From an optimization exercise on the open Yosys and OpenROAD flow, aimed at a short achievable clock period and few clock cycles per item; shortcuts taken in it are not production practice. In this exercise RTL edits were held to simulation tests only and were not proved equivalent to the original. Power figures rest on the tool's default switching activity, not on a simulated workload.

==> design/flow/design.v <==
package tst_pkg;
    localparam int MAX_STRIPS_DEF = 10;
    localparam int COORD_BITS_DEF = 16;
    localparam int VEC_BITS    = 48;
    localparam int STRIP_BITS  = 4;
    localparam int REM_BITS    = 4;
    localparam int LANES       = 3;
    localparam int LEG_LANES   = 6;
    localparam int DIV_SPC     = 1;
    localparam int SIDE_BITS_DEF = 6 * LANES * COORD_BITS_DEF;
    localparam int RES_BITS_DEF  = LEG_LANES * (COORD_BITS_DEF + REM_BITS + 1) + STRIP_BITS;
endpackage
import tst_pkg::*;
module tst_front
#(
    parameter int MAX_STRIPS = MAX_STRIPS_DEF,
    parameter int COORD_BITS = COORD_BITS_DEF
)
(
    input  logic                  clk,
    input  logic                  rst_n,
    input  logic                  start,
    output logic                  busy,
    input  logic                  cfg_wr_en,
    input  logic [STRIP_BITS-1:0] cfg_wr_data,
    input  logic [VEC_BITS-1:0]   corner_bottom_left,
    input  logic [VEC_BITS-1:0]   corner_bottom_right,
    input  logic [VEC_BITS-1:0]   corner_top,
    output logic [LEG_LANES*(COORD_BITS+1)-1:0] dp,
    output logic [STRIP_BITS-1:0] n_cur,
    output logic [1:0]            acc,
    input  logic                  pop,
    output logic [1:0]            release_slot,
    output logic                  rsel
);
    logic                  busy_reg, wp_reg, rp_reg, accept;
    logic [1:0]            occ_reg, occ_next;
    logic [STRIP_BITS-1:0] n_reg, n_sat;
    always_comb
    begin
        if (cfg_wr_data == '0)
            n_sat = STRIP_BITS'(1);
        else if (cfg_wr_data > STRIP_BITS'(MAX_STRIPS))
            n_sat = STRIP_BITS'(MAX_STRIPS);
        else
            n_sat = cfg_wr_data;
    end
    always_ff @(posedge clk or negedge rst_n)
    begin
        if (!rst_n)
            n_reg <= STRIP_BITS'(1);
        else if (cfg_wr_en)
            n_reg <= n_sat;
    end
    assign n_cur = n_reg;
    assign busy            = busy_reg;
    assign accept          = start && !busy_reg;
    assign acc[0]          = accept && !wp_reg;
    assign acc[1]          = accept &&  wp_reg;
    assign release_slot[0] = pop && !rp_reg;
    assign release_slot[1] = pop &&  rp_reg;
    assign rsel            = rp_reg;
    assign occ_next        = (occ_reg & ~release_slot) | acc;
    always_ff @(posedge clk or negedge rst_n)
    begin
        if (!rst_n)
        begin
            busy_reg <= 1'b0;
            wp_reg   <= 1'b0;
            rp_reg   <= 1'b0;
            occ_reg  <= '0;
        end
        else
        begin
            busy_reg <= occ_next[wp_reg ^ accept];
            wp_reg   <= wp_reg ^ accept;
            rp_reg   <= rp_reg ^ pop;
            occ_reg  <= occ_next;
        end
    end
    localparam int CB = COORD_BITS;
    for (genvar j = 0; j < LEG_LANES; j++)
    begin : g_sub
        localparam int LANE = j % LANES;
        logic [CB-1:0] base_lane, top_lane;
        logic [CB:0]   dp_reg;
        assign base_lane = (j < LANES) ? corner_bottom_left[LANE*CB +: CB]
                                       : corner_bottom_right[LANE*CB +: CB];
        assign top_lane  = corner_top[LANE*CB +: CB];
        logic [CB:0]   diff;
        tst_add #(
            .W (CB + 1)
        ) u_sub (
            .a  ({top_lane[CB-1], top_lane}),
            .b  (~{base_lane[CB-1], base_lane}),
            .ci (1'b1),
            .s  (diff),
            .co ()
        );
        always_ff @(posedge clk)
        begin
            dp_reg <= {diff[CB], diff[CB-1:0] ^ {CB{diff[CB]}}};
        end
        assign dp[j*(CB+1) +: CB+1] = dp_reg;
    end
endmodule
module tst_add
#(
    parameter int W = 16
)
(
    input  logic [W-1:0] a,
    input  logic [W-1:0] b,
    input  logic         ci,
    output logic [W-1:0] s,
    output logic         co
);
    localparam int LV = $clog2(W + 1);
    logic [LV:0][W:0] g, p;
    assign g[0] = {a & b, ci};
    assign p[0] = {a ^ b, 1'b0};
    for (genvar l = 0; l < LV; l++)
    begin : g_lvl
        for (genvar i = 0; i <= W; i++)
        begin : g_bit
            if (i >= (1 << l))
            begin : g_comb
                assign g[l+1][i] = g[l][i] | (p[l][i] & g[l][i - (1 << l)]);
                assign p[l+1][i] = p[l][i] & p[l][i - (1 << l)];
            end
            else
            begin : g_pass
                assign g[l+1][i] = g[l][i];
                assign p[l+1][i] = p[l][i];
            end
        end
    end
    assign s  = p[0][W:1] ^ g[LV][W-1:0];
    assign co = g[LV][W];
endmodule
import tst_pkg::*;
module tst_queue
#(
    parameter int COORD_BITS = COORD_BITS_DEF
)
(
    input  logic                            clk,
    input  logic                            rst_n,
    input  logic                            acc,
    input  logic                            release_i,
    input  logic [LANES*COORD_BITS-1:0]     bl,
    input  logic [LANES*COORD_BITS-1:0]     br,
    input  logic [LANES*COORD_BITS-1:0]     tp,
    input  logic [LANES*COORD_BITS-1:0]     nl,
    input  logic [LANES*COORD_BITS-1:0]     nr,
    input  logic [LANES*COORD_BITS-1:0]     nt,
    input  logic [STRIP_BITS-1:0]           n_in,
    input  logic [LEG_LANES*(COORD_BITS+1)-1:0] dp_in,
    output logic                            ready,
    output logic                            ready_next,
    output logic [6*LANES*COORD_BITS-1:0]   side_data,
    output logic [LEG_LANES*(COORD_BITS+REM_BITS+1)+STRIP_BITS-1:0] res_data
);
    localparam int CB    = COORD_BITS;
    localparam int VW    = LANES * CB;
    localparam int NCYC  = CB / (2 * DIV_SPC) - 1;
    localparam int CYC_W = $clog2(NCYC + 1);
    localparam int R_OFF = LEG_LANES * CB;
    localparam int S_OFF = R_OFF + LEG_LANES * REM_BITS;
    localparam int N_OFF = S_OFF + LEG_LANES;
    localparam int MAXN  = 10;
    function automatic logic [MAXN+1:0] div4_step(input logic [MAXN-1:0] n_oh,
                                                  input logic [MAXN-1:0] r_oh,
                                                  input logic [1:0]      b);
        logic [MAXN-1:0] ro;
        logic [1:0]      q;
        logic            hit;
        ro = '0;
        q  = '0;
        for (int n = 1; n <= MAXN; n++)
        begin
            for (int r = 0; r < n; r++)
            begin
                for (int bb = 0; bb < 4; bb++)
                begin
                    hit                  = n_oh[n-1] & r_oh[r] & (b == 2'(bb));
                    ro[(4*r + bb) % n]   = ro[(4*r + bb) % n] | hit;
                    q                    = q | ({2{hit}} & 2'((4*r + bb) / n));
                end
            end
        end
        div4_step = {ro, q};
    endfunction
    logic                  run_reg, ready_reg, first_reg, dividing, first_div;
    logic [CYC_W-1:0]      cyc_reg;
    logic [VW-1:0]         bl_reg, br_reg, tp_reg, nl_reg, nr_reg, nt_reg;
    logic [STRIP_BITS-1:0] n_reg;
    logic [MAXN-1:0]       n_oh_reg;
    assign ready      = ready_reg;
    assign ready_next = (run_reg && cyc_reg == CYC_W'(NCYC)) || (ready_reg && !release_i);
    assign dividing  = run_reg;
    assign first_div = first_reg;
    always_ff @(posedge clk or negedge rst_n)
    begin
        if (!rst_n)
        begin
            run_reg   <= 1'b0;
            ready_reg <= 1'b0;
            first_reg <= 1'b0;
            cyc_reg   <= '0;
        end
        else if (acc)
        begin
            run_reg   <= 1'b1;
            first_reg <= 1'b1;
            ready_reg <= 1'b0;
            cyc_reg   <= '0;
        end
        else
        begin
            first_reg <= 1'b0;
            if (run_reg)
                cyc_reg <= cyc_reg + CYC_W'(1);
            if (run_reg && cyc_reg == CYC_W'(NCYC))
            begin
                run_reg   <= 1'b0;
                ready_reg <= 1'b1;
            end
            else if (release_i)
                ready_reg <= 1'b0;
        end
    end
    always_ff @(posedge clk)
    begin
        if (acc)
        begin
            bl_reg <= bl;
            br_reg <= br;
            tp_reg <= tp;
            nl_reg <= nl;
            nr_reg <= nr;
            nt_reg <= nt;
            n_reg  <= n_in;
            for (int i = 0; i < MAXN; i++)
                n_oh_reg[i] <= (n_in == STRIP_BITS'(i + 1));
        end
    end
    assign side_data = {nt_reg, nr_reg, nl_reg, tp_reg, br_reg, bl_reg};
    assign res_data[N_OFF +: STRIP_BITS] = n_reg;
    for (genvar j = 0; j < LEG_LANES; j++)
    begin : g_div
        logic [CB-1:0]       w_reg, w_in, w_step;
        logic [CB:0]         dp;
        logic [MAXN-1:0]     r_reg, r_in, r_step;
        logic [REM_BITS-1:0] r_bin;
        logic                sg_reg;
        logic [MAXN+1:0]     t;
        assign dp = dp_in[j*(CB+1) +: CB+1];
        assign w_in = first_div ? dp[CB-1:0] : w_reg;
        assign r_in = first_div ? MAXN'(1) : r_reg;
        always_comb
        begin
            t      = '0;
            w_step = w_in;
            r_step = r_in;
            for (int k = 0; k < DIV_SPC; k++)
            begin
                t      = div4_step(n_oh_reg, r_step, w_step[CB-1 -: 2]);
                r_step = t[MAXN+1:2];
                w_step = {w_step[CB-3:0], t[1:0]};
            end
        end
        always_ff @(posedge clk)
        begin
            if (dividing)
            begin
                w_reg <= w_step;
                r_reg <= r_step;
            end
            if (first_div)
                sg_reg <= dp[CB];
        end
        assign res_data[j*CB +: CB]                     = w_reg ^ {CB{sg_reg}};
        always_comb
        begin
            r_bin = '0;
            for (int i = 0; i < MAXN; i++)
                r_bin = r_bin | (REM_BITS'(i) & {REM_BITS{r_reg[i]}});
        end
        assign res_data[R_OFF + j*REM_BITS +: REM_BITS] = r_bin;
        assign res_data[S_OFF + j]                      = sg_reg;
    end
endmodule
import tst_pkg::*;
module tst_back
#(
    parameter int COORD_BITS = COORD_BITS_DEF
)
(
    input  logic                            clk,
    input  logic                            rst_n,
    input  logic                            res_avail,
    input  logic                            res_avail_next,
    input  logic [6*LANES*COORD_BITS-1:0]   side_rdata,
    input  logic [LEG_LANES*(COORD_BITS+REM_BITS+1)+STRIP_BITS-1:0] res_rdata,
    output logic                            pop,
    output logic                            vertex_valid,
    output logic [VEC_BITS-1:0]             vertex_position,
    output logic [VEC_BITS-1:0]             vertex_normal,
    output logic                            last_vertex
);
    localparam int CB    = COORD_BITS;
    localparam int VW    = LANES * CB;
    localparam int R_OFF = LEG_LANES * CB;
    localparam int S_OFF = R_OFF + LEG_LANES * REM_BITS;
    localparam int N_OFF = S_OFF + LEG_LANES;
    logic                  active_reg, strip_reg, first_reg, load_reg;
    logic [5:0]            slot_reg;
    logic [STRIP_BITS-1:0] left_reg, n_reg, job_n;
    logic                  last, load, adv, need_next;
    logic [VW-1:0]         tp_reg, nl_reg, nr_reg, nt_reg;
    logic [VW-1:0]         l_cur, r_cur, l_nxt, r_nxt;
    logic [VW-1:0]         pos_sel, nrm_sel;
    logic                  vertex_valid_reg, last_vertex_reg;
    logic [VEC_BITS-1:0]   vertex_position_reg, vertex_normal_reg;
    assign job_n     = res_rdata[N_OFF +: STRIP_BITS];
    assign last      = active_reg && !strip_reg && slot_reg[2];
    assign load      = load_reg;
    assign pop       = load;
    assign adv       = active_reg && strip_reg && slot_reg[5];
    assign need_next = !load && (!active_reg || last || (active_reg && !strip_reg && slot_reg[1]));
    always_ff @(posedge clk or negedge rst_n)
    begin
        if (!rst_n)
        begin
            active_reg <= 1'b0;
            strip_reg  <= 1'b0;
            first_reg  <= 1'b0;
            load_reg   <= 1'b0;
            slot_reg   <= 6'd1;
            left_reg   <= '0;
        end
        else
        begin
            load_reg <= need_next && res_avail_next;
            if (load)
            begin
                active_reg <= 1'b1;
                strip_reg  <= (job_n > STRIP_BITS'(1));
                first_reg  <= 1'b1;
                slot_reg   <= 6'd1;
                left_reg   <= job_n - STRIP_BITS'(1);
            end
            else
            begin
                first_reg <= 1'b0;
                if (last)
                begin
                    active_reg <= 1'b0;
                    slot_reg   <= 6'd1;
                end
                else if (adv)
                begin
                    slot_reg <= 6'd1;
                    left_reg <= left_reg - STRIP_BITS'(1);
                    if (left_reg == STRIP_BITS'(1))
                        strip_reg <= 1'b0;
                end
                else if (active_reg)
                    slot_reg <= {slot_reg[4:0], 1'b0};
            end
        end
    end
    always_ff @(posedge clk)
    begin
        if (load)
        begin
            tp_reg <= side_rdata[2*VW +: VW];
            nl_reg <= side_rdata[3*VW +: VW];
            nr_reg <= side_rdata[4*VW +: VW];
            nt_reg <= side_rdata[5*VW +: VW];
            n_reg  <= job_n;
        end
    end
    localparam int LO = CB / 2;
    localparam int HI = CB - LO;
    logic lo_step, hi_reg;
    assign lo_step = first_reg || adv;
    always_ff @(posedge clk or negedge rst_n)
    begin
        if (!rst_n)
            hi_reg <= 1'b0;
        else
            hi_reg <= lo_step && !load;
    end
    for (genvar j = 0; j < LEG_LANES; j++)
    begin : g_leg
        localparam int LANE = j % LANES;
        logic [CB-1:0]       cur_reg, nxt_reg, step_q_reg;
        logic [REM_BITS-1:0] step_r_reg, rem_reg, rem_nxt_reg;
        logic [REM_BITS:0]   sum_r_reg, diff_r;
        logic                ge_r;
        logic                sg_reg, wrap_reg, carry_reg, cin, wrapf_reg, lo_co;
        logic [REM_BITS-1:0] step_r_in;
        logic [REM_BITS:0]   sum_r;
        logic [LO:0]         sum_lo;
        logic [HI-1:0]       sum_hi;
        logic [CB-1:0]       base_lane;
        assign base_lane = (j < LANES) ? side_rdata[0*VW + LANE*CB +: CB]
                                       : side_rdata[1*VW + LANE*CB +: CB];
        tst_add #(
            .W (REM_BITS + 1)
        ) u_add_r (
            .a  ({1'b0, rem_reg}),
            .b  ({1'b0, step_r_reg}),
            .ci (1'b0),
            .s  (sum_r),
            .co ()
        );
        tst_add #(
            .W (REM_BITS + 1)
        ) u_sub_r (
            .a  (sum_r_reg),
            .b  (~{1'b0, n_reg}),
            .ci (1'b1),
            .s  (diff_r),
            .co (ge_r)
        );
        assign step_r_in = res_rdata[R_OFF + j*REM_BITS +: REM_BITS]
                         + REM_BITS'(res_rdata[S_OFF + j]);
        assign cin       = sg_reg ^ (first_reg ? wrapf_reg : wrap_reg);
        tst_add #(
            .W (LO)
        ) u_add_lo (
            .a  (nxt_reg[LO-1:0]),
            .b  (step_q_reg[LO-1:0]),
            .ci (cin),
            .s  (sum_lo[LO-1:0]),
            .co (lo_co)
        );
        assign sum_lo[LO] = lo_co;
        tst_add #(
            .W (HI)
        ) u_add_hi (
            .a  (nxt_reg[CB-1:LO]),
            .b  (step_q_reg[CB-1:LO]),
            .ci (carry_reg),
            .s  (sum_hi),
            .co ()
        );
        always_ff @(posedge clk)
        begin
            sum_r_reg   <= sum_r;
            wrap_reg    <= ge_r;
            rem_nxt_reg <= ge_r ? diff_r[REM_BITS-1:0] : sum_r_reg[REM_BITS-1:0];
            if (load)
            begin
                cur_reg    <= base_lane;
                nxt_reg    <= base_lane;
                step_q_reg <= res_rdata[j*CB +: CB];
                step_r_reg <= step_r_in;
                wrapf_reg  <= (step_r_in == job_n);
                sg_reg     <= res_rdata[S_OFF + j];
            end
            else
            begin
                if (lo_step)
                begin
                    nxt_reg[LO-1:0] <= sum_lo[LO-1:0];
                    carry_reg       <= sum_lo[LO];
                    rem_reg         <= first_reg ? (wrapf_reg ? '0 : step_r_reg) : rem_nxt_reg;
                end
                if (hi_reg)
                    nxt_reg[CB-1:LO] <= sum_hi;
                if (adv)
                    cur_reg <= nxt_reg;
            end
        end
        if (j < LANES)
        begin : g_left
            assign l_cur[LANE*CB +: CB] = cur_reg;
            assign l_nxt[LANE*CB +: CB] = nxt_reg;
        end
        else
        begin : g_right
            assign r_cur[LANE*CB +: CB] = cur_reg;
            assign r_nxt[LANE*CB +: CB] = nxt_reg;
        end
    end
    logic sel_lc, sel_rc, sel_rn, sel_ln, sel_tp, sel_nl, sel_nr, sel_nt;
    assign sel_lc = slot_reg[0] || slot_reg[3];
    assign sel_rc = slot_reg[1];
    assign sel_rn = (strip_reg && slot_reg[2]) || slot_reg[4];
    assign sel_ln = slot_reg[5];
    assign sel_tp = !strip_reg && slot_reg[2];
    assign sel_nl = slot_reg[0] || slot_reg[3] || slot_reg[5];
    assign sel_nr = slot_reg[1] || (strip_reg && slot_reg[2]) || slot_reg[4];
    assign sel_nt = !strip_reg && slot_reg[2];
    assign pos_sel = (l_cur  & {VW{sel_lc}}) | (r_cur & {VW{sel_rc}}) | (r_nxt & {VW{sel_rn}})
                   | (l_nxt  & {VW{sel_ln}}) | (tp_reg & {VW{sel_tp}});
    assign nrm_sel = (nl_reg & {VW{sel_nl}}) | (nr_reg & {VW{sel_nr}}) | (nt_reg & {VW{sel_nt}});
    always_ff @(posedge clk or negedge rst_n)
    begin
        if (!rst_n)
        begin
            vertex_valid_reg <= 1'b0;
            last_vertex_reg  <= 1'b0;
        end
        else
        begin
            vertex_valid_reg <= active_reg;
            last_vertex_reg  <= last;
        end
    end
    always_ff @(posedge clk)
    begin
        vertex_position_reg <= VEC_BITS'(pos_sel);
        vertex_normal_reg   <= VEC_BITS'(nrm_sel);
    end
    assign vertex_valid    = vertex_valid_reg;
    assign last_vertex     = last_vertex_reg;
    assign vertex_position = vertex_position_reg;
    assign vertex_normal   = vertex_normal_reg;
endmodule
import tst_pkg::*;
module triangle_strip_tessellator
#(
    parameter int MAX_STRIPS = MAX_STRIPS_DEF,
    parameter int COORD_BITS = COORD_BITS_DEF
)
(
    input  logic                  clk,
    input  logic                  rst_n,
    input  logic                  start,
    output logic                  busy,
    input  logic [VEC_BITS-1:0]   corner_bottom_left,
    input  logic [VEC_BITS-1:0]   corner_bottom_right,
    input  logic [VEC_BITS-1:0]   corner_top,
    input  logic [VEC_BITS-1:0]   normal_left,
    input  logic [VEC_BITS-1:0]   normal_right,
    input  logic [VEC_BITS-1:0]   normal_top,
    input  logic                  cfg_wr_en,
    input  logic [STRIP_BITS-1:0] cfg_wr_data,
    output logic                  vertex_valid,
    output logic [VEC_BITS-1:0]   vertex_position,
    output logic [VEC_BITS-1:0]   vertex_normal,
    output logic                  last_vertex
);
    localparam int VW     = LANES * COORD_BITS;
    localparam int SIDE_W = 6 * VW;
    localparam int RES_W  = LEG_LANES * (COORD_BITS + REM_BITS + 1) + STRIP_BITS;
    logic [1:0]            acc, ready, ready_next, release_slot;
    logic                  rsel, pop, head_ready, head_ready_next;
    logic [STRIP_BITS-1:0] n_cur;
    logic [SIDE_W-1:0]     side_data [2];
    logic [RES_W-1:0]      res_data  [2];
    logic [SIDE_W-1:0]     side_rdata;
    logic [RES_W-1:0]      res_rdata;
    logic [LEG_LANES*(COORD_BITS+1)-1:0] dp;
    tst_front #(
        .MAX_STRIPS (MAX_STRIPS),
        .COORD_BITS (COORD_BITS)
    ) u_front (
        .clk          (clk),
        .rst_n        (rst_n),
        .start        (start),
        .busy         (busy),
        .cfg_wr_en    (cfg_wr_en),
        .cfg_wr_data  (cfg_wr_data),
        .corner_bottom_left  (corner_bottom_left),
        .corner_bottom_right (corner_bottom_right),
        .corner_top   (corner_top),
        .dp           (dp),
        .n_cur        (n_cur),
        .acc          (acc),
        .pop          (pop),
        .release_slot (release_slot),
        .rsel         (rsel)
    );
    for (genvar i = 0; i < 2; i++)
    begin : g_slot
        tst_queue #(
            .COORD_BITS (COORD_BITS)
        ) u_slot (
            .clk       (clk),
            .rst_n     (rst_n),
            .acc       (acc[i]),
            .release_i (release_slot[i]),
            .bl        (corner_bottom_left[VW-1:0]),
            .br        (corner_bottom_right[VW-1:0]),
            .tp        (corner_top[VW-1:0]),
            .nl        (normal_left[VW-1:0]),
            .nr        (normal_right[VW-1:0]),
            .nt        (normal_top[VW-1:0]),
            .n_in      (n_cur),
            .dp_in     (dp),
            .ready     (ready[i]),
            .ready_next(ready_next[i]),
            .side_data (side_data[i]),
            .res_data  (res_data[i])
        );
    end
    assign head_ready      = rsel ? ready[1]     : ready[0];
    assign head_ready_next = (rsel ^ pop) ? ready_next[1] : ready_next[0];
    assign side_rdata = rsel ? side_data[1] : side_data[0];
    assign res_rdata  = rsel ? res_data[1]  : res_data[0];
    tst_back #(
        .COORD_BITS (COORD_BITS)
    ) u_back (
        .clk             (clk),
        .rst_n           (rst_n),
        .res_avail       (head_ready),
        .res_avail_next  (head_ready_next),
        .side_rdata      (side_rdata),
        .res_rdata       (res_rdata),
        .pop             (pop),
        .vertex_valid    (vertex_valid),
        .vertex_position (vertex_position),
        .vertex_normal   (vertex_normal),
        .last_vertex     (last_vertex)
    );
endmodule
==> design/flow/run.sh <==
#!/bin/bash
# synth_recipe.tcl (not shown) runs the flow's synth.tcl, then flattens the netlist and writes it again
# the make line also repeats each setting of config.mk as NAME=value (left out here)
make -C /OpenROAD-flow-scripts/flow DESIGN_CONFIG=/design/flow/config.mk WORK_HOME=/design/flow/orfs CLKGATE_MAP_FILE= SYNTH_SCRIPT=/design/flow/synth_recipe.tcl finish
==> design/flow/config.mk <==
export PLATFORM = sky130hd
export DESIGN_NAME = triangle_strip_tessellator
export DESIGN_NICKNAME = triangle_strip_tessellator
export VERILOG_FILES = /design/flow/design.v
export SDC_FILE = /design/flow/constraint.sdc
export NUM_CORES = 4
export LEC_CHECK = 0
export ABC_CLOCK_PERIOD_IN_PS = 1800
export CAP_MARGIN = 20
export CORE_MARGIN = 2
export CORE_UTILIZATION = 70
export PLACE_DENSITY = 0.75
export SETUP_SLACK_MARGIN = 3.3
export SLEW_MARGIN = 20
==> design/flow/constraint.sdc <==
create_clock -name core_clock -period 5.5 [get_ports {clk}]
set_input_delay 1.1000 -clock core_clock [delete_from_list [all_inputs] [get_ports {clk}]]
set_output_delay 1.1000 -clock core_clock [all_outputs]
set_load 0.01 [all_outputs]
==> metrics.cfg, run 1 <==
[outcome]
haltStage=global routing (5_1_grt)
firstError=[ERROR GRT-0232] Routing congestion too high. Check the congestion heatmap in the GUI.
run_status=stopped before the end

[cts]
cts_buffer_depth=3
cts.sinks=1774
htreeDepth=4
cts_buffers=176
clockRootBuffer=clkbuf_16

[synth]
synth_area_sq_mm=0.08885
yosys.area_share.simple=0.09080
synth-compound-area-share=0.1444
yosysMostFrequentCell=edfxtp_1
synthAdderAreaFrac=0.04230
synth_top_family_by_area=compound AO/OA/AOI/OAI gates
synth-seq-cells=1774
synth.distinct_cells=101
synth_nets=8347
yosys.area_share.xor_xnor=0.04838
yosys_warnings=6
async_reset_ff_frac=0.02142
synth_area_leaders=edfxtp_1, dfxtp_1, mux2_2
synthTopCellsByCount=edfxtp_1, nand2_1, o21ai_0
synthFlopType=edfxtp_1
avgSynthCellArea_sq_um=11.45
synth_enable_flop_cells=1478
synth_mux_area_frac=0.06818
yosysTopAreaCell=edfxtp_1
synth.top_cell.area_share=0.4995
synth-seq-area-share=0.5684
netlist_instances=7763

[place]
place_congestion=0.9509
io_buffers=394
dp_hpwl_microns=177100
placed_cells=9433
dp_slack_ns=1.023

[die]
start_util=0.7067
ios=395
placementRows=130
die_height_microns=360.3
die_width_microns=360.3

[grt]
grtUsageTotal=0.7787
grt_remaining_overflow=111
grt_max_degree=172

[timing]
worst_path_end_type=register data pin
worstEndpointGrtRepair=u_back.g_leg[1].nxt_reg[7]$_DFFE_PP_/D

-- what timing repair did --
action | in CTS
endpoints found under the setup margin | 1709
pin swaps | 545
hold buffers | 0
setup buffers | 596
cloned | 65
resized for setup | 2518
-- layer usage --
metal / track usage / GRT overflow
met5: 0.3052 / 0
met4: 0.7685 / 61
met3: 0.6387 / 0
met2: 0.9381 / 46
met1: 0.7790 / 4
-- cell families after synthesis --
logic type,after synthesis
compound gates,1998
xor+xnor,484
fa+ha+maj,290
buf+inv,860
flops,1774
mux,552
simple gates,1805
-- power by group through the flow --
stage / registers [mW] / logic [mW] / clock network, mW
detailed placement: 24.4 / 23.2 / 0
global placement: 24.2 / 22.4 / 0
CTS: 24.1 / 30.8 / 12.3
floorplan: 22.8 / 16.8 / 0
-- worst max-delay path by stage --
stage / end / slack [ns]
floorplan: u_back.g_leg[0].nxt_reg[10]$_DFFE_PP_ / 1.50
global placement: u_front.g_sub[5].dp_reg[13]$_DFF_P_ / 1.13
detailed placement: u_front.g_sub[5].dp_reg[13]$_DFF_P_ / 1.02
CTS: u_back.g_leg[0].nxt_reg[7]$_DFFE_PP_ / 2.59
-- metrics by stage --
| step | util | hold WS (ns) | instance area, sq um |
|---|---|---|---|
| 4_1_cts | 0.8968 | 0.4369 | 112800 |
| 3_5_place_dp | 0.7492 | 0.4123 | 94200 |
| 3_3_place_gp | 0.7492 | 0.4221 | 94200 |
| 2_1_floorplan | - | 0.3519 | 89000 |
Testbench counts, summed over its fixed seeds: cycles 9,948, vertices 9,852.
==> run 2: changes to the inputs <==
--- a/design/flow/design.v
+++ b/design/flow/design.v
@@ -8,7 +8,7 @@
     localparam int LEG_LANES   = 6;
     localparam int DIV_SPC     = 1;
     localparam int SIDE_BITS_DEF = 6 * LANES * COORD_BITS_DEF;
-    localparam int RES_BITS_DEF  = LEG_LANES * (COORD_BITS_DEF + REM_BITS + 1) + STRIP_BITS;
+    localparam int RES_BITS_DEF  = LEG_LANES * (COORD_BITS_DEF + REM_BITS + 2) + STRIP_BITS;
 endpackage
 import tst_pkg::*;
 module tst_front
@@ -159,7 +159,7 @@
     output logic                            ready,
     output logic                            ready_next,
     output logic [6*LANES*COORD_BITS-1:0]   side_data,
-    output logic [LEG_LANES*(COORD_BITS+REM_BITS+1)+STRIP_BITS-1:0] res_data
+    output logic [LEG_LANES*(COORD_BITS+REM_BITS+2)+STRIP_BITS-1:0] res_data
 );
     localparam int CB    = COORD_BITS;
     localparam int VW    = LANES * CB;
@@ -168,6 +168,7 @@
     localparam int R_OFF = LEG_LANES * CB;
     localparam int S_OFF = R_OFF + LEG_LANES * REM_BITS;
     localparam int N_OFF = S_OFF + LEG_LANES;
+    localparam int F_OFF = N_OFF + STRIP_BITS;
     localparam int MAXN  = 10;
     function automatic logic [MAXN+1:0] div4_step(input logic [MAXN-1:0] n_oh,
                                                   input logic [MAXN-1:0] r_oh,
@@ -206,29 +207,27 @@
         begin
             run_reg   <= 1'b0;
             ready_reg <= 1'b0;
-            first_reg <= 1'b0;
-            cyc_reg   <= '0;
         end
         else if (acc)
         begin
             run_reg   <= 1'b1;
-            first_reg <= 1'b1;
             ready_reg <= 1'b0;
-            cyc_reg   <= '0;
         end
-        else
+        else if (run_reg && cyc_reg == CYC_W'(NCYC))
         begin
-            first_reg <= 1'b0;
-            if (run_reg)
-                cyc_reg <= cyc_reg + CYC_W'(1);
-            if (run_reg && cyc_reg == CYC_W'(NCYC))
-            begin
-                run_reg   <= 1'b0;
-                ready_reg <= 1'b1;
-            end
-            else if (release_i)
-                ready_reg <= 1'b0;
+            run_reg   <= 1'b0;
+            ready_reg <= 1'b1;
         end
+        else if (release_i)
+            ready_reg <= 1'b0;
+    end
+    always_ff @(posedge clk)
+    begin
+        first_reg <= acc;
+        if (acc)
+            cyc_reg <= '0;
+        else if (run_reg)
+            cyc_reg <= cyc_reg + CYC_W'(1);
     end
     always_ff @(posedge clk)
     begin
@@ -253,6 +252,7 @@
         logic [CB:0]         dp;
         logic [MAXN-1:0]     r_reg, r_in, r_step;
         logic [REM_BITS-1:0] r_bin;
+        logic [MAXN:0]       r1_oh;
         logic                sg_reg;
         logic [MAXN+1:0]     t;
         assign dp = dp_in[j*(CB+1) +: CB+1];
@@ -281,13 +281,15 @@
                 sg_reg <= dp[CB];
         end
         assign res_data[j*CB +: CB]                     = w_reg ^ {CB{sg_reg}};
+        assign r1_oh = sg_reg ? {r_reg, 1'b0} : {1'b0, r_reg};
         always_comb
         begin
             r_bin = '0;
-            for (int i = 0; i < MAXN; i++)
-                r_bin = r_bin | (REM_BITS'(i) & {REM_BITS{r_reg[i]}});
+            for (int i = 0; i <= MAXN; i++)
+                r_bin = r_bin | (REM_BITS'(i) & {REM_BITS{r1_oh[i]}});
         end
         assign res_data[R_OFF + j*REM_BITS +: REM_BITS] = r_bin;
+        assign res_data[F_OFF + j]                      = sg_reg && |(r_reg & n_oh_reg);
         assign res_data[S_OFF + j]                      = sg_reg;
     end
 endmodule
@@ -299,10 +301,11 @@
 (
     input  logic                            clk,
     input  logic                            rst_n,
-    input  logic                            res_avail,
     input  logic                            res_avail_next,
-    input  logic [6*LANES*COORD_BITS-1:0]   side_rdata,
-    input  logic [LEG_LANES*(COORD_BITS+REM_BITS+1)+STRIP_BITS-1:0] res_rdata,
+    input  logic [6*LANES*COORD_BITS-1:0]   side0,
+    input  logic [6*LANES*COORD_BITS-1:0]   side1,
+    input  logic [LEG_LANES*(COORD_BITS+REM_BITS+2)+STRIP_BITS-1:0] res0,
+    input  logic [LEG_LANES*(COORD_BITS+REM_BITS+2)+STRIP_BITS-1:0] res1,
     output logic                            pop,
     output logic                            vertex_valid,
     output logic [VEC_BITS-1:0]             vertex_position,
@@ -314,7 +317,10 @@
     localparam int R_OFF = LEG_LANES * CB;
     localparam int S_OFF = R_OFF + LEG_LANES * REM_BITS;
     localparam int N_OFF = S_OFF + LEG_LANES;
-    logic                  active_reg, strip_reg, first_reg, load_reg;
+    localparam int F_OFF = N_OFF + STRIP_BITS;
+    localparam int NG    = 4;
+    logic                  active_reg, strip_reg, first_reg;
+    logic [NG-1:0]         ld_reg, sel_reg;
     logic [5:0]            slot_reg;
     logic [STRIP_BITS-1:0] left_reg, n_reg, job_n;
     logic                  last, load, adv, need_next;
@@ -323,9 +329,16 @@
     logic [VW-1:0]         pos_sel, nrm_sel;
     logic                  vertex_valid_reg, last_vertex_reg;
     logic [VEC_BITS-1:0]   vertex_position_reg, vertex_normal_reg;
-    assign job_n     = res_rdata[N_OFF +: STRIP_BITS];
+    logic [6*VW-1:0]       side_g [NG];
+    logic [LEG_LANES*(CB+REM_BITS+2)+STRIP_BITS-1:0] res_g [NG];
+    for (genvar k = 0; k < NG; k++)
+    begin : g_grp
+        assign side_g[k] = sel_reg[k] ? side1 : side0;
+        assign res_g[k]  = sel_reg[k] ? res1  : res0;
+    end
+    assign job_n     = res_g[3][N_OFF +: STRIP_BITS];
     assign last      = active_reg && !strip_reg && slot_reg[2];
-    assign load      = load_reg;
+    assign load      = ld_reg[3];
     assign pop       = load;
     assign adv       = active_reg && strip_reg && slot_reg[5];
     assign need_next = !load && (!active_reg || last || (active_reg && !strip_reg && slot_reg[1]));
@@ -334,53 +347,60 @@
         if (!rst_n)
         begin
             active_reg <= 1'b0;
-            strip_reg  <= 1'b0;
-            first_reg  <= 1'b0;
-            load_reg   <= 1'b0;
-            slot_reg   <= 6'd1;
-            left_reg   <= '0;
+            ld_reg     <= '0;
+            sel_reg    <= '0;
         end
         else
         begin
-            load_reg <= need_next && res_avail_next;
-            if (load)
+            for (int k = 0; k < NG; k++)
             begin
-                active_reg <= 1'b1;
-                strip_reg  <= (job_n > STRIP_BITS'(1));
-                first_reg  <= 1'b1;
-                slot_reg   <= 6'd1;
-                left_reg   <= job_n - STRIP_BITS'(1);
+                ld_reg[k]  <= need_next && res_avail_next && !ld_reg[k];
+                sel_reg[k] <= sel_reg[k] ^ ld_reg[k];
             end
-            else
+            if (load)
+                active_reg <= 1'b1;
+            else if (last)
+                active_reg <= 1'b0;
+        end
+    end
+    always_ff @(posedge clk)
+    begin
+        if (load)
+        begin
+            strip_reg <= (job_n > STRIP_BITS'(1));
+            first_reg <= 1'b1;
+            slot_reg  <= 6'd1;
+            left_reg  <= job_n - STRIP_BITS'(1);
+        end
+        else
+        begin
+            first_reg <= 1'b0;
+            if (last || adv)
+                slot_reg <= 6'd1;
+            else if (active_reg)
+                slot_reg <= {slot_reg[4:0], 1'b0};
+            if (adv)
             begin
-                first_reg <= 1'b0;
-                if (last)
-                begin
-                    active_reg <= 1'b0;
-                    slot_reg   <= 6'd1;
-                end
-                else if (adv)
-                begin
-                    slot_reg <= 6'd1;
-                    left_reg <= left_reg - STRIP_BITS'(1);
-                    if (left_reg == STRIP_BITS'(1))
-                        strip_reg <= 1'b0;
-                end
-                else if (active_reg)
-                    slot_reg <= {slot_reg[4:0], 1'b0};
+                left_reg <= left_reg - STRIP_BITS'(1);
+                if (left_reg == STRIP_BITS'(1))
+                    strip_reg <= 1'b0;
             end
         end
     end
     always_ff @(posedge clk)
     begin
-        if (load)
+        if (ld_reg[0])
         begin
-            tp_reg <= side_rdata[2*VW +: VW];
-            nl_reg <= side_rdata[3*VW +: VW];
-            nr_reg <= side_rdata[4*VW +: VW];
-            nt_reg <= side_rdata[5*VW +: VW];
-            n_reg  <= job_n;
+            tp_reg <= side_g[0][2*VW +: VW];
+            nl_reg <= side_g[0][3*VW +: VW];
         end
+        if (ld_reg[1])
+        begin
+            nr_reg <= side_g[1][4*VW +: VW];
+            nt_reg <= side_g[1][5*VW +: VW];
+        end
+        if (load)
+            n_reg <= job_n;
     end
     localparam int LO = CB / 2;
     localparam int HI = CB - LO;
@@ -400,14 +420,13 @@
         logic [REM_BITS-1:0] step_r_reg, rem_reg, rem_nxt_reg;
         logic [REM_BITS:0]   sum_r_reg, diff_r;
         logic                ge_r;
-        logic                sg_reg, wrap_reg, carry_reg, cin, wrapf_reg, lo_co;
-        logic [REM_BITS-1:0] step_r_in;
+        logic                sg_reg, wrap_reg, carry_reg, cin_reg, wrapf_reg, lo_co;
         logic [REM_BITS:0]   sum_r;
         logic [LO:0]         sum_lo;
         logic [HI-1:0]       sum_hi;
         logic [CB-1:0]       base_lane;
-        assign base_lane = (j < LANES) ? side_rdata[0*VW + LANE*CB +: CB]
-                                       : side_rdata[1*VW + LANE*CB +: CB];
+        assign base_lane = (j < LANES) ? side_g[2][0*VW + LANE*CB +: CB]
+                                       : side_g[2][1*VW + LANE*CB +: CB];
         tst_add #(
             .W (REM_BITS + 1)
         ) u_add_r (
@@ -426,15 +445,12 @@
             .s  (diff_r),
             .co (ge_r)
         );
-        assign step_r_in = res_rdata[R_OFF + j*REM_BITS +: REM_BITS]
-                         + REM_BITS'(res_rdata[S_OFF + j]);
-        assign cin       = sg_reg ^ (first_reg ? wrapf_reg : wrap_reg);
         tst_add #(
             .W (LO)
         ) u_add_lo (
             .a  (nxt_reg[LO-1:0]),
             .b  (step_q_reg[LO-1:0]),
-            .ci (cin),
+            .ci (cin_reg),
             .s  (sum_lo[LO-1:0]),
             .co (lo_co)
         );
@@ -452,15 +468,20 @@
         begin
             sum_r_reg   <= sum_r;
             wrap_reg    <= ge_r;
+            cin_reg     <= load ? (res_g[3][S_OFF + j] ^ res_g[3][F_OFF + j])
+                                : (sg_reg ^ ge_r);
             rem_nxt_reg <= ge_r ? diff_r[REM_BITS-1:0] : sum_r_reg[REM_BITS-1:0];
             if (load)
             begin
+                step_r_reg <= res_g[3][R_OFF + j*REM_BITS +: REM_BITS];
+                wrapf_reg  <= res_g[3][F_OFF + j];
+                sg_reg     <= res_g[3][S_OFF + j];
+            end
+            if (ld_reg[2])
+            begin
                 cur_reg    <= base_lane;
                 nxt_reg    <= base_lane;
-                step_q_reg <= res_rdata[j*CB +: CB];
-                step_r_reg <= step_r_in;
-                wrapf_reg  <= (step_r_in == job_n);
-                sg_reg     <= res_rdata[S_OFF + j];
+                step_q_reg <= res_g[2][j*CB +: CB];
             end
             else
             begin
@@ -548,14 +569,12 @@
 );
     localparam int VW     = LANES * COORD_BITS;
     localparam int SIDE_W = 6 * VW;
-    localparam int RES_W  = LEG_LANES * (COORD_BITS + REM_BITS + 1) + STRIP_BITS;
+    localparam int RES_W  = LEG_LANES * (COORD_BITS + REM_BITS + 2) + STRIP_BITS;
     logic [1:0]            acc, ready, ready_next, release_slot;
-    logic                  rsel, pop, head_ready, head_ready_next;
+    logic                  rsel, pop, head_ready_next;
     logic [STRIP_BITS-1:0] n_cur;
     logic [SIDE_W-1:0]     side_data [2];
     logic [RES_W-1:0]      res_data  [2];
-    logic [SIDE_W-1:0]     side_rdata;
-    logic [RES_W-1:0]      res_rdata;
     logic [LEG_LANES*(COORD_BITS+1)-1:0] dp;
     tst_front #(
         .MAX_STRIPS (MAX_STRIPS),
@@ -600,19 +619,17 @@
             .res_data  (res_data[i])
         );
     end
-    assign head_ready      = rsel ? ready[1]     : ready[0];
     assign head_ready_next = (rsel ^ pop) ? ready_next[1] : ready_next[0];
-    assign side_rdata = rsel ? side_data[1] : side_data[0];
-    assign res_rdata  = rsel ? res_data[1]  : res_data[0];
     tst_back #(
         .COORD_BITS (COORD_BITS)
     ) u_back (
         .clk             (clk),
         .rst_n           (rst_n),
-        .res_avail       (head_ready),
         .res_avail_next  (head_ready_next),
-        .side_rdata      (side_rdata),
-        .res_rdata       (res_rdata),
+        .side0           (side_data[0]),
+        .side1           (side_data[1]),
+        .res0            (res_data[0]),
+        .res1            (res_data[1]),
         .pop             (pop),
         .vertex_valid    (vertex_valid),
         .vertex_position (vertex_position),
==> design/flow/config.mk (replaced) <==
export PLATFORM = sky130hd
export DESIGN_NAME = triangle_strip_tessellator
export DESIGN_NICKNAME = triangle_strip_tessellator
export VERILOG_FILES = /design/flow/design.v
export SDC_FILE = /design/flow/constraint.sdc
export NUM_CORES = 4
export LEC_CHECK = 0
export ABC_CLOCK_PERIOD_IN_PS = 1000
export CAP_MARGIN = 20
export CORE_MARGIN = 2
export CORE_UTILIZATION = 50
export SETUP_SLACK_MARGIN = 3.3
export SLEW_MARGIN = 20
==> metrics.cfg, run 2 <==
[power_and_ir_drop]
p_per_area_mw_per_mm2=601.4
peakVddDrop_v=0.0003918
finalPower_mw=70.47
leakagePower_nw=43.42

[die]
placementRows=155  ; was 130
die_height_microns=428.2  ; was 360.3 microns
die_width_microns=428.2  ; was 360.3 microns
core_area_sq_mm=0.1786
ios=395  ; unchanged
die_area_sq_mm=0.1834
start_util=0.5038  ; was 0.7067

[synth]
yosysTopAreaCell=edfxtp_1  ; unchanged
synth-seq-area-share=0.5626  ; was 0.5684
avgSynthCellArea_sq_um=11.26  ; was 11.45 sq um
synth.top_cell.area_share=0.4949  ; was 0.4995
synth.distinct_cells=101  ; unchanged
synth_area_sq_mm=0.08999  ; was 0.08885 sq mm
synth_nets=8562  ; was 8347
yosysMostFrequentCell=edfxtp_1  ; unchanged
synth-seq-cells=1781  ; was 1774
async_reset_ff_frac=0.01404  ; was 0.02142
yosys_warnings=8  ; was 6
synth_area_leaders=edfxtp_1, dfxtp_1, mux2_2  ; unchanged
synthFlopType=edfxtp_1  ; unchanged
synthTopCellsByCount=edfxtp_1, nand2_1, a21oi_1  ; was edfxtp_1, nand2_1, o21ai_0
synth_enable_flop_cells=1483  ; was 1478
netlist_instances=7990  ; was 7763

[place]
dpl_cell_area_sq_mm=0.09609  ; was 0.09420 sq mm
place_congestion=0.9358  ; was 0.9509
placed_cells=10321  ; was 9433
dp_slack_ns=0.9266  ; was 1.023 ns
io_buffers=394  ; unchanged
dp_hpwl_microns=189000  ; was 177100 microns

[cts]
clockRootBuffer=clkbuf_16  ; unchanged
clk_latency_ns=0.86
cts_buffers=189  ; was 176
cts_tree=built
cts_buffer_depth=3  ; unchanged
clk_pin_slew_worst_paths_ns=0.06
cts_hold_buf=0  ; unchanged
cts.sinks=1781  ; was 1774
htreeDepth=4  ; unchanged

[cells_and_area]
final_nets=9538
final_common_cell=edfxtp_1
largest_reg_flops=192
drive_gt1_frac=0.3173
finalNonFillerCells=11501
post-route-util=0.6561
layout_common_cells=edfxtp_1, nand2_1, buf_4
fin_area_sq_mm=0.1172
syn_to_final_growth_pct=30.22
nFillCells=13470

[drt]
drt_iter0_drc=9608
drc=0
vias=72509
final_antenna_net_count=0
firstDrtPassIters=10
wirelength_microns=325900
viasPerCell=6.305
wl_per_cell_microns=28.34

[grt]
grt_remaining_overflow=0
grt_pass1_vias=69380
grtUsageTotal=0.3370
antenna_found_initial=41
grt_max_degree=108
grt_pass1_wl_microns=463700

[timing]
timing.final.crit_share=0.4919
hold_viol=0
tightest_slew_ns=1.091
slew_headroom=0.2648
drv_slew=0
hold_ws_ns=0.4310
period_minus_slack_ns=2.706
final-setup-viol-count=0
skew_ns=0.05591
rsz0062_at_grt=true
fmax_mhz=369.6
layout_setup_ws_ns=2.794
setup_tns_ns=0

[setup_path]
worstSetupPathType=flop to flop
start_kind=flop
cp.required_ns=6.04
cp.buffers_inverters=4
slowest_delay_ns=0.36
end_kind=flop
path_max_fanout=6
slowest_stage=dfxtp_4
ff2ff_setup_slack_ns=2.79
cp.arrival_ns=3.25
r2r_cells=11
crit_chain=buf_12 > buf_8 > buf_4 > mux2i_4 > buf_6 > nor2_4 > a32oi_1 > a221o_1 > a2111oi_2 > o21ai_1 > or3_4
cp_top_family=compound AO/OA/AOI/OAI gates
r2r_end=g_slot[1].u_slot.g_div[3].w_reg[0]$_DFFE_PP_
r2r-start=g_slot[1].u_slot.first_reg$_DFF_P_

[worst_hold_path]
hp-class=flop to flop
worstHoldPathCells=0
hp-start=u_front.g_sub[5].dp_reg[16]$_DFF_P_
min_delay_worst_endpoint=g_slot[1].u_slot.g_div[5].sg_reg$_DFFE_PP_

[outcome]
run_status=timing/DRC/antenna clean  ; was stopped before the end

[run]
drv_cap=0

## run 2: area by class of cell
| cell class | instances | area, sq um | share of cell area |
|---|---|---|---|
| Sequential cell | 1781 | 50790 | 0.4334 |
| Multi-Input combinational cell | 5292 | 41310 | 0.3525 |
| Timing Repair Buffer | 1339 | 14250 | 0.1216 |
| Clock buffer | 259 | 5319 | 0.04539 |
| Tap cell | 2355 | 2947 | 0.02515 |
| Inverter | 363 | 1406 | 0.01200 |
| Clock inverter | 98 | 1136 | 0.009695 |
| Antenna cell | 14 | 35.03 | 0.0002990 |
## run 2: layer usage
metal	global-route usage	vias up	wire [microns]
met5	0	-	112
met4	0.1951	20	22970
met3	0.07172	1263	31030
met2	0.5313	4202	148100
met1	0.4307	35400	123700
li1	-	31624	-
## run 2: cell families after synthesis
kind of cell,after synthesis,share of synthesized area
compound gates,2066,0.1472
xor+xnor,465,0.04567
fa+ha+maj,277,0.03999
buf+inv,930,0.04082
flops,1781,0.5626
mux,573,0.06994
simple gates,1898,0.09384
## run 2: how the worst max path moves through the flow
stage | cells past startpoint | end | start | slack [ns]
final | 11 | g_slot[1].u_slot.g_div[3].w_reg[0]$_DFFE_PP_ | g_slot[1].u_slot.first_reg$_DFF_P_ | 2.79
after global routing | 9 | g_slot[1].u_slot.g_div[2].w_reg[0]$_DFFE_PP_ | g_slot[1].u_slot.n_oh_reg[4]$_DFFE_PP_ | 2.72
after CTS | 9 | g_slot[1].u_slot.g_div[1].r_reg[0]$_DFFE_PP_ | g_slot[1].u_slot.n_oh_reg[8]$_DFFE_PP_ | 2.84
after detailed placement | 11 | u_front.g_sub[5].dp_reg[9]$_DFF_P_ | corner_bottom_right[32] | 0.93
after global placement | 10 | u_front.g_sub[2].dp_reg[7]$_DFF_P_ | corner_bottom_left[32] | 0.96
after floorplan | 2 | g_slot[1].u_slot.bl_reg[0]$_DFFE_PP_ | start | 1.54
## run 2: power by group
part	leakage [nW]	internal [mW]	switching, mW
clock network	3.16	7.55	5.64
registers	16.1	20.7	4.37
logic	24.1	14.1	18.1
total	43.4	42.4	28.1
## run 2: repair_timing
action,4_1_cts,5_1_grt
setup buffers,465,268
setup endpoints to repair,1418,627
gates cloned,63,13
pin swaps,410,449
resized for setup,2069,691
Testbench counts of run 2, summed over its fixed seeds: cycles 9,948, vertices 9,852.
==> run 3: changes to the inputs <==
--- a/design/flow/config.mk
+++ b/design/flow/config.mk
@@ -5,7 +5,7 @@
 export SDC_FILE = /design/flow/constraint.sdc
 export NUM_CORES = 4
 export LEC_CHECK = 0
-export ABC_CLOCK_PERIOD_IN_PS = 1000
+export ABC_CLOCK_PERIOD_IN_PS = 1800
 export CAP_MARGIN = 20
 export CORE_MARGIN = 2
 export CORE_UTILIZATION = 50
==> metrics.cfg, run 3 <==
[drt]
final_antenna_net_count=0  ; unchanged
wirelength_microns=325900  ; unchanged
viasPerCell=6.305  ; unchanged
vias=72509  ; unchanged
firstDrtPassIters=10  ; unchanged
drc=0  ; unchanged
wl_per_cell_microns=28.34  ; unchanged
drt_iter0_drc=9608  ; unchanged

[synth]
yosysTopAreaCell=edfxtp_1  ; unchanged
synthFlopType=edfxtp_1  ; unchanged
synthTopCellsByCount=edfxtp_1, nand2_1, a21oi_1  ; unchanged
yosys.area_share.simple=0.09384  ; unchanged
async_reset_ff_frac=0.01404  ; unchanged
avgSynthCellArea_sq_um=11.26  ; unchanged
synth_area_leaders=edfxtp_1, dfxtp_1, mux2_2  ; unchanged
synthAdderAreaFrac=0.03999  ; unchanged
synth_top_family_by_area=compound AO/OA/AOI/OAI gates  ; unchanged
synth_area_sq_mm=0.08999  ; unchanged
synth.distinct_cells=101  ; unchanged
yosysMostFrequentCell=edfxtp_1  ; unchanged
synth_nets=8562  ; unchanged
synth-seq-area-share=0.5626  ; unchanged
yosys.area_share.xor_xnor=0.04567  ; unchanged
synth.top_cell.area_share=0.4949  ; unchanged
netlist_instances=7990  ; unchanged
yosys_warnings=8  ; unchanged
synth-compound-area-share=0.1472  ; unchanged
synth_mux_area_frac=0.06994  ; unchanged
synth_enable_flop_cells=1483  ; unchanged
synth-seq-cells=1781  ; unchanged

[power_and_ir_drop]
p_per_area_mw_per_mm2=601.4  ; unchanged
leakagePower_nw=43.42  ; unchanged
peakVddDrop_v=0.0003918  ; unchanged

[timing]
skew_ns=0.05591  ; unchanged
final-setup-viol-count=0  ; unchanged
layout_setup_ws_ns=2.794  ; unchanged
fmax_mhz=369.6  ; unchanged
drv_slew=0  ; unchanged
rsz0062_at_grt=true  ; unchanged
period_minus_slack_ns=2.706  ; unchanged
setup_tns_ns=0  ; unchanged
hold_ws_ns=0.4310  ; unchanged
hold_viol=0  ; unchanged
timing.final.crit_share=0.4919  ; unchanged
tightest_slew_ns=1.091  ; unchanged
slew_headroom=0.2648  ; unchanged

[grt]
grt_pass1_wl_microns=463700  ; unchanged
grtUsageTotal=0.3370  ; unchanged
antenna_found_initial=41  ; unchanged
grt_remaining_overflow=0  ; unchanged
grt_pass1_vias=69380  ; unchanged
grt_max_degree=108  ; unchanged

[run]
drv_cap=0  ; unchanged

[cts]
cts_tree=built  ; unchanged
cts.sinks=1781  ; unchanged
clk_pin_slew_worst_paths_ns=0.06  ; about the same
cts_buffers=189  ; unchanged
htreeDepth=4  ; unchanged
clk_latency_ns=0.86  ; about the same
cts_buffer_depth=3  ; unchanged
clockRootBuffer=clkbuf_16  ; unchanged

[place]
io_buffers=394  ; unchanged
dp_slack_ns=0.9266  ; unchanged
dp_hpwl_microns=189000  ; unchanged
placed_cells=10321  ; unchanged
place_congestion=0.9358  ; unchanged

[setup_path]
cp_top_family=compound AO/OA/AOI/OAI gates  ; unchanged
slowest_stage=dfxtp_4  ; unchanged
crit_chain=buf_12 > buf_8 > buf_4 > mux2i_4 > buf_6 > nor2_4 > a32oi_1 > a221o_1 > a2111oi_2 > o21ai_1 > or3_4  ; unchanged
worstSetupPathType=flop to flop  ; unchanged
path_max_fanout=6  ; unchanged
end_kind=flop  ; unchanged
cp.buffers_inverters=4  ; unchanged
cp.required_ns=6.04  ; about the same
start_kind=flop  ; unchanged
slowest_delay_ns=0.36  ; about the same
cp.arrival_ns=3.25  ; about the same

[cells_and_area]
drive_gt1_frac=0.3173  ; unchanged
finalNonFillerCells=11501  ; unchanged
final_common_cell=edfxtp_1  ; unchanged
layout_common_cells=edfxtp_1, nand2_1, buf_4  ; unchanged
largest_reg_flops=192  ; unchanged
final_nets=9538  ; unchanged
syn_to_final_growth_pct=30.22  ; unchanged

[worst_hold_path]
hp-class=flop to flop  ; unchanged

[die]
ios=395  ; unchanged
core_area_sq_mm=0.1786  ; unchanged
die_height_microns=428.2  ; unchanged
die_area_sq_mm=0.1834  ; unchanged
die_width_microns=428.2  ; unchanged
placementRows=155  ; unchanged
start_util=0.5038  ; unchanged

[outcome]
run_status=timing/DRC/antenna clean  ; unchanged

[run 3: cell counts in the layout (fill, tap and decap cells not counted)]
Identical to the previous run, type by type.
[run 3: metrics by stage]
step | area [sq um] | utilization | total power [mW]
5_1_grt | 117200 | 0.6560 | 73.64
3_5_place_dp | 96090 | 0.5380 | 48.86
6_report | 117200 | 0.6561 | 70.47
2_1_floorplan | 90110 | - | 40.09
4_1_cts | 112100 | 0.6278 | 66.64
3_3_place_gp | 96090 | 0.5380 | 48.49
[run 3: cell type report]
type,instances,area [sq um]
Inverter,363,1406
Clock buffer,259,5319
Clock inverter,98,1136
Fill cell,13470,61430
Tap cell,2355,2947
Sequential cell,1781,50790
Timing Repair Buffer,1339,14250
Antenna cell,14,35.03
Multi-Input combinational cell,5292,41310
[run 3: routing by layer]
metal | up-vias | global-route usage | share of wire
met4 | 20 | 0.1951 | 0.070
met2 | 4202 | 0.5313 | 0.45
met1 | 35400 | 0.4307 | 0.38
met5 | - | 0 | 0.00034
li1 | 31624 | - | -
met3 | 1263 | 0.07172 | 0.095
[run 3: worst paths after layout]
path / start / end / slack (ns) / cells past startpoint
worst max-delay path: g_slot[1].u_slot.first_reg$_DFF_P_ / g_slot[1].u_slot.g_div[3].w_reg[0]$_DFFE_PP_ / 2.79 / 11
worst min-delay path: u_front.g_sub[5].dp_reg[16]$_DFF_P_ / g_slot[1].u_slot.g_div[5].sg_reg$_DFFE_PP_ / 0.43 / 0
worst max register to register: g_slot[1].u_slot.first_reg$_DFF_P_ / g_slot[1].u_slot.g_div[3].w_reg[0]$_DFFE_PP_ / 2.79 / 11
worst min register to register: u_front.g_sub[5].dp_reg[16]$_DFF_P_ / g_slot[1].u_slot.g_div[5].sg_reg$_DFFE_PP_ / 0.43 / 0
max in group asynchronous: rst_n / g_slot[1].u_slot.run_reg$_DFFE_PN0P_ / 4.45 / 2
min in group asynchronous: rst_n / u_back.hi_reg$_DFF_PN0_ / 0.68 / 2
[run 3: cell families after synthesis]
kind of cell | Yosys count
AO/OA/AOI/OAI | 2066
AND/OR/NAND/NOR | 1898
flip-flops | 1781
buffers and inverters | 930
multiplexers | 573
XOR/XNOR | 465
adder cells (fa/ha/maj) | 277
[run 3: what timing repair did]
item,in CTS,in global routing
endpoints found under the setup margin,1418,627
resized for setup,2069,691
gates cloned,63,13
hold buffers,0,0
setup buffers,465,268
pin swaps,410,449
[run 3: worst reg2reg max path, cell delays in order, from the launching register on]
cell and delay, ns:
dfxtp_4 0.36, buf_12 0.16, buf_8 0.13, buf_4 0.14, mux2i_4 0.20, buf_6 0.17
nor2_4 0.13, a32oi_1 0.08, a221o_1 0.36, a2111oi_2 0.25, o21ai_1 0.12, or3_4 0.36
[run 3: report_power, final]
part	leakage [nW]	internal, mW	switching [mW]
sequential	16.1	20.7	4.37
combinational	24.1	14.1	18.1
clock	3.16	7.55	5.64
==> run 4: changes to the inputs <==
--- a/design/flow/design.v
+++ b/design/flow/design.v
@@ -6,7 +6,6 @@
     localparam int REM_BITS    = 4;
     localparam int LANES       = 3;
     localparam int LEG_LANES   = 6;
-    localparam int DIV_SPC     = 1;
     localparam int SIDE_BITS_DEF = 6 * LANES * COORD_BITS_DEF;
     localparam int RES_BITS_DEF  = LEG_LANES * (COORD_BITS_DEF + REM_BITS + 2) + STRIP_BITS;
 endpackage
@@ -163,34 +162,35 @@
 );
     localparam int CB    = COORD_BITS;
     localparam int VW    = LANES * CB;
-    localparam int NCYC  = CB / (2 * DIV_SPC) - 1;
+    localparam int NCYC  = CB - 1;
     localparam int CYC_W = $clog2(NCYC + 1);
     localparam int R_OFF = LEG_LANES * CB;
     localparam int S_OFF = R_OFF + LEG_LANES * REM_BITS;
     localparam int N_OFF = S_OFF + LEG_LANES;
     localparam int F_OFF = N_OFF + STRIP_BITS;
     localparam int MAXN  = 10;
-    function automatic logic [MAXN+1:0] div4_step(input logic [MAXN-1:0] n_oh,
-                                                  input logic [MAXN-1:0] r_oh,
-                                                  input logic [1:0]      b);
+    function automatic logic [MAXN:0] div2_step(input logic [MAXN-1:0] n_oh,
+                                                input logic [MAXN-1:0] r_oh,
+                                                input logic            b);
         logic [MAXN-1:0] ro;
-        logic [1:0]      q;
+        logic            q;
         logic            hit;
         ro = '0;
-        q  = '0;
+        q  = 1'b0;
         for (int n = 1; n <= MAXN; n++)
         begin
             for (int r = 0; r < n; r++)
             begin
-                for (int bb = 0; bb < 4; bb++)
+                for (int bb = 0; bb < 2; bb++)
                 begin
-                    hit                  = n_oh[n-1] & r_oh[r] & (b == 2'(bb));
-                    ro[(4*r + bb) % n]   = ro[(4*r + bb) % n] | hit;
-                    q                    = q | ({2{hit}} & 2'((4*r + bb) / n));
+                    hit                = n_oh[n-1] & r_oh[r] & (b == 1'(bb));
+                    ro[(2*r + bb) % n] = ro[(2*r + bb) % n] | hit;
+                    if ((2*r + bb) >= n)
+                        q = q | hit;
                 end
             end
         end
-        div4_step = {ro, q};
+        div2_step = {ro, q};
     endfunction
     logic                  run_reg, ready_reg, first_reg, dividing, first_div;
     logic [CYC_W-1:0]      cyc_reg;
@@ -254,7 +254,7 @@
         logic [REM_BITS-1:0] r_bin;
         logic [MAXN:0]       r1_oh;
         logic                sg_reg;
-        logic [MAXN+1:0]     t;
+        logic [MAXN:0]       t;
         assign dp = dp_in[j*(CB+1) +: CB+1];
         assign w_in = first_div ? dp[CB-1:0] : w_reg;
         assign r_in = first_div ? MAXN'(1) : r_reg;
@@ -263,12 +263,9 @@
             t      = '0;
             w_step = w_in;
             r_step = r_in;
-            for (int k = 0; k < DIV_SPC; k++)
-            begin
-                t      = div4_step(n_oh_reg, r_step, w_step[CB-1 -: 2]);
-                r_step = t[MAXN+1:2];
-                w_step = {w_step[CB-3:0], t[1:0]};
-            end
+            t      = div2_step(n_oh_reg, r_step, w_step[CB-1]);
+            r_step = t[MAXN:1];
+            w_step = {w_step[CB-2:0], t[0]};
         end
         always_ff @(posedge clk)
         begin
==> metrics.cfg, run 4 <==
[timing]
skew_ns=0.03293  ; was 0.05591 ns
timing.final.crit_share=0.5025  ; was 0.4919
period_minus_slack_ns=2.764  ; was 2.706 ns
slew_headroom=0.3028  ; was 0.2648
drv_slew=0  ; unchanged
fmax_mhz=361.8  ; was 369.6 MHz
hold_viol=0  ; unchanged
tightest_slew_ns=1.046  ; was 1.091 ns
final-setup-viol-count=0  ; unchanged
rsz0062_at_grt=true  ; unchanged
setup_tns_ns=0  ; unchanged

[cts]
htreeDepth=4  ; unchanged
clk_pin_slew_worst_paths_ns=0.06  ; about the same
cts.sinks=1783  ; was 1781
cts_buffer_depth=3  ; unchanged
cts_hold_buf=0  ; unchanged
clockRootBuffer=clkbuf_16  ; unchanged
clk_latency_ns=0.85  ; was 0.86 ns
cts_buffers=191  ; was 189
cts_tree=built  ; unchanged

[synth]
synth.top_cell.area_share=0.5444  ; was 0.4949
yosys.area_share.simple=0.06853  ; was 0.09384
synth-compound-area-share=0.1115  ; was 0.1472
netlist_instances=6427  ; was 7990
synthTopCellsByCount=edfxtp_1, a21oi_1, nand2_1  ; was edfxtp_1, nand2_1, a21oi_1
yosys_warnings=8  ; unchanged
yosysTopAreaCell=edfxtp_1  ; unchanged
yosysMostFrequentCell=edfxtp_1  ; unchanged
yosys.area_share.xor_xnor=0.05097  ; was 0.04567
avgSynthCellArea_sq_um=12.73  ; was 11.26 sq um
synth_top_family_by_area=compound AO/OA/AOI/OAI gates  ; unchanged
synth.distinct_cells=79  ; was 101
synth_area_leaders=edfxtp_1, dfxtp_1, mux2_2  ; unchanged
synthAdderAreaFrac=0.04369  ; was 0.03999
synth_enable_flop_cells=1483  ; unchanged
synthFlopType=edfxtp_1  ; unchanged
synth_area_sq_mm=0.08180  ; was 0.08999 sq mm
synth-seq-cells=1783  ; was 1781
synth_mux_area_frac=0.07321  ; was 0.06994
synth-seq-area-share=0.6194  ; was 0.5626
synth_nets=6997  ; was 8562
async_reset_ff_frac=0.01402  ; was 0.01404

[cells_and_area]
largest_reg_flops=192  ; unchanged
final_nets=7647  ; was 9538
fin_area_sq_mm=0.1015  ; was 0.1172 sq mm
syn_to_final_growth_pct=24.09  ; was 30.22%
drive_gt1_frac=0.2811  ; was 0.3173
final_common_cell=edfxtp_1  ; unchanged
layout_common_cells=edfxtp_1, nand2_1, mux2_2  ; was edfxtp_1, nand2_1, buf_4

[drt]
final_antenna_net_count=0  ; unchanged
drc=0  ; unchanged
wirelength_microns=241100  ; was 325900 microns
wl_per_cell_microns=25.58  ; was 28.34 microns
vias=55454  ; was 72.51k
drt_iter0_drc=5602  ; was 9608
viasPerCell=5.882  ; was 6.305
firstDrtPassIters=8  ; was 10

[grt]
grt_max_degree=111  ; was 108
grt_pass1_vias=53892  ; was 69.38k
grtUsageTotal=0.2798  ; was 0.3370
grt_remaining_overflow=0  ; unchanged
antenna_found_initial=23  ; was 41
grt_pass1_wl_microns=350600  ; was 463700 microns

[power_and_ir_drop]
leakagePower_nw=37.49  ; was 43.42 nW
switching_power_mw=20.77  ; was 28.12 mW
peakVddDrop_v=0.0003845  ; was 0.0003918 V
power_frac_seq=0.408  ; was 0.356
p_comb_frac=0.369  ; was 0.457
p_sw_frac=0.3558  ; was 0.3990
p_per_area_mw_per_mm2=575.0  ; was 601.4 mW/mm^2
p_int_mw=37.60  ; was 42.35 mW
clockPowerShare=0.223  ; was 0.187
finalPower_mw=58.36  ; was 70.47 mW

[die]
die_width_microns=408.5  ; was 428.2 microns
die_area_sq_mm=0.1669  ; was 0.1834 sq mm
core_area_sq_mm=0.1626  ; was 0.1786 sq mm
ios=395  ; unchanged
placementRows=148  ; was 155
die_height_microns=408.5  ; was 428.2 microns
start_util=0.5031  ; was 0.5038

[setup_path]
cp.buffers_inverters=1  ; was 4
critPathCapture=g_slot[0].u_slot.g_div[3].r_reg[0]$_DFFE_PP_  ; was g_slot[1].u_slot.g_div[3].w_reg[0]$_DFFE_PP_
r2r_cells=7  ; was 11
slowest_delay_ns=0.52  ; was 0.36 ns
worstSetupPathType=flop to flop  ; unchanged
start_kind=flop  ; unchanged
ff2ff_setup_slack_ns=2.74  ; was 2.79 ns
cp.arrival_ns=3.31  ; was 3.25 ns
r2r-start=g_slot[0].u_slot.n_oh_reg[5]$_DFFE_PP_  ; was g_slot[1].u_slot.first_reg$_DFF_P_
end_kind=flop  ; unchanged
path_max_fanout=5  ; was 6
startpoint=g_slot[0].u_slot.n_oh_reg[5]$_DFFE_PP_  ; was g_slot[1].u_slot.first_reg$_DFF_P_
cp.required_ns=6.05  ; was 6.04 ns
crit_chain=buf_12 > or4_4 > or4_4 > or3_4 > a221oi_4 > and3_1 > a21oi_2  ; was buf_12 > buf_8 > buf_4 > mux2i_4 > buf_6 > nor2_4 > a32oi_1 > a221o_1 > a2111oi_2 > o21ai_1 > or3_4
cp.depth=7  ; was 11
r2r_end=g_slot[0].u_slot.g_div[3].r_reg[0]$_DFFE_PP_  ; was g_slot[1].u_slot.g_div[3].w_reg[0]$_DFFE_PP_
slowest_stage=or3_4  ; was dfxtp_4
cp_top_family=simple AND/OR/NAND/NOR gates  ; was compound AO/OA/AOI/OAI gates
cpMostUsedCell=or4_4

[worst_hold_path]
hp-class=primary input to async pin  ; was flop to flop

[place]
io_buffers=394  ; unchanged
place_congestion=0.8760  ; was 0.9358
dp_hpwl_microns=150100  ; was 189000 microns
dpl_cell_area_sq_mm=0.08820  ; was 0.09609 sq mm

[outcome]
run_status=timing/DRC/antenna clean  ; unchanged

[run]
drv_cap=0  ; unchanged

==> run 4: metal layers <==
metal  track usage  up-vias  part of all wire
li1              -    25154                 -
met1        0.3875    27626              0.43
met2        0.4439     2180              0.46
met3       0.05244      476             0.074
met4       0.09448       18             0.036
met5             0        -           0.00050
==> run 4: power by group through the flow <==
stage	registers (mW)	clock network, mW	logic, mW
after floorplan	22.6	0	12.9
after detailed placement	24.0	0	18.3
final	23.8	13.0	21.5
after CTS	23.7	13.2	20.2
after global routing	24.2	13.8	23.4
after global placement	23.9	0	18.0
==> run 4: layout make-up <==
type	count	area, sq um
fillers	12714	61080
flip-flops and latches	1783	50820
multi-input cells	3941	32060
repair buffers	826	8193
clock buffers	277	5416
well taps	2175	2721
inverters	334	1301
clock inverters	85	983.4
diodes	6	15.01
==> run 4: logic make-up (layout without fill, tap and decap cells) <==
kind of cell    count (synthesis)  after routing
buf+inv                       706           1522
xor+xnor                      476            476
mux                           547            547
compound gates               1408           1408
other cells                     0              6
simple gates                 1232           1235
flops                        1783           1783
fa+ha+maj                     275            275
==> run 4: how the worst min path moves through the flow <==
stage / slack (ns) / to / start / cells past startpoint
after CTS: 0.28 / u_back.sel_reg[2]$_DFF_PN0_ / rst_n / 1
after global placement: 0.40 / g_slot[0].u_slot.g_div[4].sg_reg$_DFFE_PP_ / u_front.g_sub[4].dp_reg[16]$_DFF_P_ / 0
after floorplan: 0.35 / u_back.vertex_valid_reg$_DFF_PN0_ / u_back.active_reg$_DFFE_PN0P_ / 0
after global routing: 0.33 / u_back.vertex_valid_reg$_DFF_PN0_ / rst_n / 1
after detailed placement: 0.42 / g_slot[1].u_slot.g_div[4].sg_reg$_DFFE_PP_ / u_front.g_sub[4].dp_reg[16]$_DFF_P_ / 0
final: 0.31 / u_back.vertex_valid_reg$_DFF_PN0_ / rst_n / 1
==> run 4: timing repair <==
| item | in CTS | in global routing |
|---|---|---|
| gates cloned | 13 | 3 |
| resized for setup | 1551 | 417 |
| pin swaps | 259 | 286 |
| endpoints found under the setup margin | 1408 | 345 |
| buffers inserted | 198 | 111 |
==> run 4: stage by stage <==
step	std cells	util	hold WS (ns)	setup slack (ns)
after floorplan	6427	-	0.3519	1.556
after global placement	8734	0.5425	0.4040	0.7406
after detailed placement	8734	0.5425	0.4193	0.5929
after CTS	9307	0.6094	0.2813	2.794
after global routing	9423	0.6243	0.3322	2.696
final	9427	0.6243	0.3088	2.736
Testbench counts of run 4, summed over its fixed seeds: cycles 10,058, vertices 9,852.

## what the ideal ports hide
No port has a modelled driver above. Below, the same layouts with a new extraction and two added sets of constraints. Step 1 sets driving cells, clkbuf_16 on the clock port and buf_2 on the other inputs (assumed; they add their load-dependent delay and slew). Step 2, shift: input delay + t, output delay - t, t = (earliest + latest rising clock arrival at the registers) / 2. This alone moves slack from input paths to output paths. a / b / c = no drivers / after step 1 / after step 2; a / b = the first two.
run | t (ns) | setup WS [ns] | slew at the worst register clock pin (ns)
run 2 | 0.918 | 2.794 / 2.794 / 2.102 | 0.08 / 0.08
run 3 | 0.918 | 2.794 / 2.794 / 2.102 | 0.08 / 0.08
run 4 | 0.905 | 2.736 / 2.736 / 2.050 | 0.07 / 0.07
After both steps every run listed still meets setup and hold.
